Context: an optimization exercise on an open-source flow, tuned for small area. The choices shown serve that exercise and are no tape-out recipe.
The RTL was checked by simulation tests, not by an equivalence proof against the original design.
No activity file was given, so power comes from the tool's default toggle rates. The clock port is modelled as an ideal driver; clocking choices that lean on that would not hold on a real chip.

Design dmem_responder, start of the top module:
module dmem_responder #(
  parameter int DEPTH   = 64,
  parameter int LATENCY = 2
) (
  input  logic        clk,
  input  logic        reset,
  input  logic        req,
  input  logic        we,
  input  logic [1:0]  size,
  input  logic [31:0] addr,
  input  logic [31:0] wdata,
  output logic        ready,
  output logic [31:0] rdata,
  output logic        err
);
export LEC_CHECK = 0
export CAP_MARGIN = 5
export CORE_MARGIN = 2
export CORE_UTILIZATION = 70
export PLACE_DENSITY = 0.78
export SLEW_MARGIN = 5
export SYNTH_HIERARCHICAL = 1
create_clock -name core_clock -period 6.0 [get_ports {clk}]
standard.sh (not shown) runs the stock make flow with config.mk's settings and CLKGATE_MAP_FILE= SYNTH_SCRIPT=/design/flow/synth_recipe.tcl, a recipe that flattens the netlist after the stock synthesis.
==> flow/flow/run.sh <==
#!/bin/bash
set -euo pipefail
export CTS_ARGS="-sink_clustering_enable -repair_clock_nets -dont_use_dummy_load -buf_list sky130_fd_sc_hd__clkbuf_16 -sink_clustering_size 34 -sink_clustering_max_diameter 85"
export BUFFER_PORTS_ARGS="-buffer_cell sky130_fd_sc_hd__buf_1"
bash standard.sh > standard.log 2>&1
The baseline finished clean.
Edit:
==> flow/flow/run.sh (replaced) <==
#!/bin/bash
# Layout flow: the standard flow (standard.sh) with the clock tree built
# without dummy loads and the ports buffered with a plain buffer cell.
set -euo pipefail
export CTS_ARGS="-sink_clustering_enable -repair_clock_nets -dont_use_dummy_load -buf_list sky130_fd_sc_hd__clkbuf_8 -sink_clustering_size 20 -sink_clustering_max_diameter 45"
export BUFFER_PORTS_ARGS="-buffer_cell sky130_fd_sc_hd__buf_2"
bash standard.sh > standard.log 2>&1
CAP_MARGIN = 20   (was 5)
CORE_UTILIZATION = 55   (was 70)
CTS_BUF_LIST = sky130_fd_sc_hd__clkbuf_8   (was default)
CTS_CLUSTER_DIAMETER = 45   (was default)
CTS_CLUSTER_SIZE = 20   (was default)
PLACE_DENSITY = 0.65   (was 0.78)
SETUP_SLACK_MARGIN = 0.15   (was default)
SLEW_MARGIN = 20   (was 5)
After rerunning:
- clock-buffer cell count increases by 78
- hold slack is worse by 0.074 ns
- routed wire length increases by a little under a tenth

build 33:
Starting RTL as in the previous note.
==> flow/config.mk <==
export PLATFORM = sky130hd
export DESIGN_NAME = dmem_responder
export DESIGN_NICKNAME = dmem_responder
export VERILOG_FILES = /design/flow/design.v
export SDC_FILE = /design/flow/constraint.sdc
export NUM_CORES = 4
export LEC_CHECK = 0
export CAP_MARGIN = 20
export CORE_MARGIN = 2
export CORE_UTILIZATION = 70
export PLACE_DENSITY = 0.78
export SETUP_SLACK_MARGIN = 0.15
export SLEW_MARGIN = 20
export SYNTH_HIERARCHICAL = 1
==> flow/constraint.sdc <==
create_clock -name core_clock -period 6.0 [get_ports {clk}]
set_input_delay 1.2000 -clock core_clock [delete_from_list [all_inputs] [get_ports {clk}]]
set_output_delay 1.2000 -clock core_clock [all_outputs]
set_load 0.01 [all_outputs]
==> flow/flow/run.sh <==
#!/bin/bash
set -euo pipefail
export CTS_ARGS="-sink_clustering_enable -repair_clock_nets -dont_use_dummy_load -buf_list sky130_fd_sc_hd__clkbuf_16 -sink_clustering_size 30 -sink_clustering_max_diameter 80"
export BUFFER_PORTS_ARGS="-buffer_cell sky130_fd_sc_hd__buf_1"
bash standard.sh > standard.log 2>&1
Relative to build 33, the following input files were edited for build 92:
==> flow/run.sh (new file) <==
#!/bin/bash
# synth_recipe.tcl (not shown) runs the flow's synth.tcl, then flattens the netlist and writes it again
# the make line also repeats each setting of config.mk as NAME=value (left out here)
make -C /OpenROAD-flow-scripts/flow DESIGN_CONFIG=/design/flow/config.mk WORK_HOME=/design/flow/orfs CLKGATE_MAP_FILE= SYNTH_SCRIPT=/design/flow/synth_recipe.tcl finish
--- a/flow/config.mk
+++ b/flow/config.mk
@@ -8,6 +8,9 @@
 export CAP_MARGIN = 20
 export CORE_MARGIN = 2
-export CORE_UTILIZATION = 70
-export PLACE_DENSITY = 0.78
+export CORE_UTILIZATION = 55
+export CTS_BUF_LIST = sky130_fd_sc_hd__clkbuf_8
+export CTS_CLUSTER_DIAMETER = 45
+export CTS_CLUSTER_SIZE = 20
+export PLACE_DENSITY = 0.65
 export SETUP_SLACK_MARGIN = 0.15
 export SLEW_MARGIN = 20
removed: flow/flow/run.sh
removed: flow/standard.sh
Results
Every stage of the flow completed for build 92, and the final layout passed the timing, design-rule and antenna checks.
Compared with build 33, build 92 shows proportion of power drawn by flip-flops and latches lower by 4.3 points.
[compare] base=build 33 new=build 92: final cell count grew by 502; combinational power moved up.
Changes observed in build 92 relative to build 33: final core area utilization shrank by 14 points, placement-stage cell area grew by 2.4%.
### build 92 -> build 7
==> flow/flow/run.sh (new file) <==
#!/bin/bash
# Layout flow: the standard flow (standard.sh) with the clock tree built
# without dummy loads and the ports buffered with a plain buffer cell.
set -euo pipefail
export CTS_ARGS="-sink_clustering_enable -repair_clock_nets -dont_use_dummy_load -buf_list sky130_fd_sc_hd__clkbuf_16 -sink_clustering_size 30 -sink_clustering_max_diameter 80"
export BUFFER_PORTS_ARGS="-buffer_cell sky130_fd_sc_hd__buf_1"
bash standard.sh > standard.log 2>&1
==> flow/standard.sh (new file) <==
#!/bin/bash
# synth_recipe.tcl (not shown) runs the flow's synth.tcl, then flattens the netlist and writes it again
# the make line also repeats each setting of config.mk as NAME=value (left out here)
make -C /OpenROAD-flow-scripts/flow DESIGN_CONFIG=/design/flow/config.mk WORK_HOME=/design/flow/orfs CLKGATE_MAP_FILE= SYNTH_SCRIPT=/design/flow/synth_recipe.tcl "${@:-finish}"
--- a/flow/config.mk
+++ b/flow/config.mk
@@ -8,9 +8,6 @@
 export CAP_MARGIN = 20
 export CORE_MARGIN = 2
-export CORE_UTILIZATION = 55
-export CTS_BUF_LIST = sky130_fd_sc_hd__clkbuf_8
-export CTS_CLUSTER_DIAMETER = 45
-export CTS_CLUSTER_SIZE = 20
-export PLACE_DENSITY = 0.65
+export CORE_UTILIZATION = 70
+export PLACE_DENSITY = 0.78
 export SETUP_SLACK_MARGIN = 0.15
 export SLEW_MARGIN = 20
removed: flow/run.sh
[summary]
Relative to build 92, the power dissipated in combinational cells measured on build 7 has decreased by more than 10%.
The higher number of tap cells inserted came out of build 92.
Compared with build 92, in build 7 slack of the critical path now larger, simple-gate area share of the yosys netlist saw little to no change, post-layout instance area fell 4.5%.
Compared with build 92, build 7 shows a higher worst setup slack for register-to-register paths.
In the metrics for build 7 and build 92, the one carrying the higher minimum hold slack is build 92.
Cell with the largest stage delay on the worst path: clkdlybuf4s50_1 -> build 92, a222oi_1 -> build 7
Build 7: no failed stages, no open violations at the end
Input changes introduced in build 82 (baseline for comparison: build 7):
==> flow/flow/run.sh <==
#!/bin/bash
set -euo pipefail
export CTS_ARGS="-sink_clustering_enable -repair_clock_nets -dont_use_dummy_load -buf_list sky130_fd_sc_hd__clkbuf_16 -sink_clustering_size 34 -sink_clustering_max_diameter 85"
export BUFFER_PORTS_ARGS="-buffer_cell sky130_fd_sc_hd__buf_1"
bash standard.sh > standard.log 2>&1
--- a/flow/config.mk
+++ b/flow/config.mk
@@ -10,5 +10,4 @@
 export CORE_UTILIZATION = 70
 export PLACE_DENSITY = 0.78
-export SETUP_SLACK_MARGIN = 0.15
 export SLEW_MARGIN = 20
 export SYNTH_HIERARCHICAL = 1
[summary]
The net switching fraction of the power of build 7 and that of build 82 are within noise of each other.
Lower global-route wire length before repair among build 7 and build 82: build 82
Build 82: global-route usage over all layers lower than build 7
| power of the clock network | lower: build 82 |
The run with more setup slack is build 7; build 82 has less.
The sequential share of layout area in build 82 sits 0.38 points above the value recorded for build 7.
Diff build 7 -> build 82: post-route cell area -0.49%; number of multi-input combinational cells held steady; power in combinational cells decreased by about 2% relative to the old numbers.

re-timing with driven ports:
The results above use ideal ports. As a check the final layouts listed here were re-extracted and re-timed, cells and wires unchanged. Step 1 sets driving cells, clkbuf_16 on the clock port and buf_2 on the other inputs (assumed; they add their load-dependent delay and slew). Step 2 adds t to the input delays and takes it off the output delays; t is the mean of the earliest and latest rising clock arrival at the registers after step 1. Input paths then give back, and output paths get back, about the clock's delay inside the block. Three values: ideal ports, drivers, drivers and shift; two values: the first two.
run | t, ns | setup WS [ns] | worst hold slack (ns) | worst setup path after step 2 | worst slew at a driven data input, ns
the first run of note 1 | 0.716 | 0.323 / 0.256 / 0.540 | 0.315 / 0.315 / 0.315 | input to output | 0.09
the second run of note 1 | 0.879 | 0.386 / 0.320 / 0.690 | 0.241 / 0.201 / 0.268 | input to output | 0.13
build 33 | 0.711 | 0.369 / 0.301 / 0.536 | 0.283 / 0.283 / 0.283 | input to output | 0.08
build 92 | 0.917 | 0.174 / 0.106 / 0.108 | 0.301 / 0.301 / 0.301 | input to output | 0.12
build 7 | 0.711 | 0.369 / 0.301 / 0.536 | 0.283 / 0.283 / 0.283 | input to output | 0.08
build 82 | 0.716 | 0.323 / 0.256 / 0.540 | 0.315 / 0.315 / 0.315 | input to output | 0.09
After both steps every run listed still meets setup and hold. The setup slack of build 92, which loses most, moves by -0.068 ns with the drivers and by -0.066 ns with both steps.
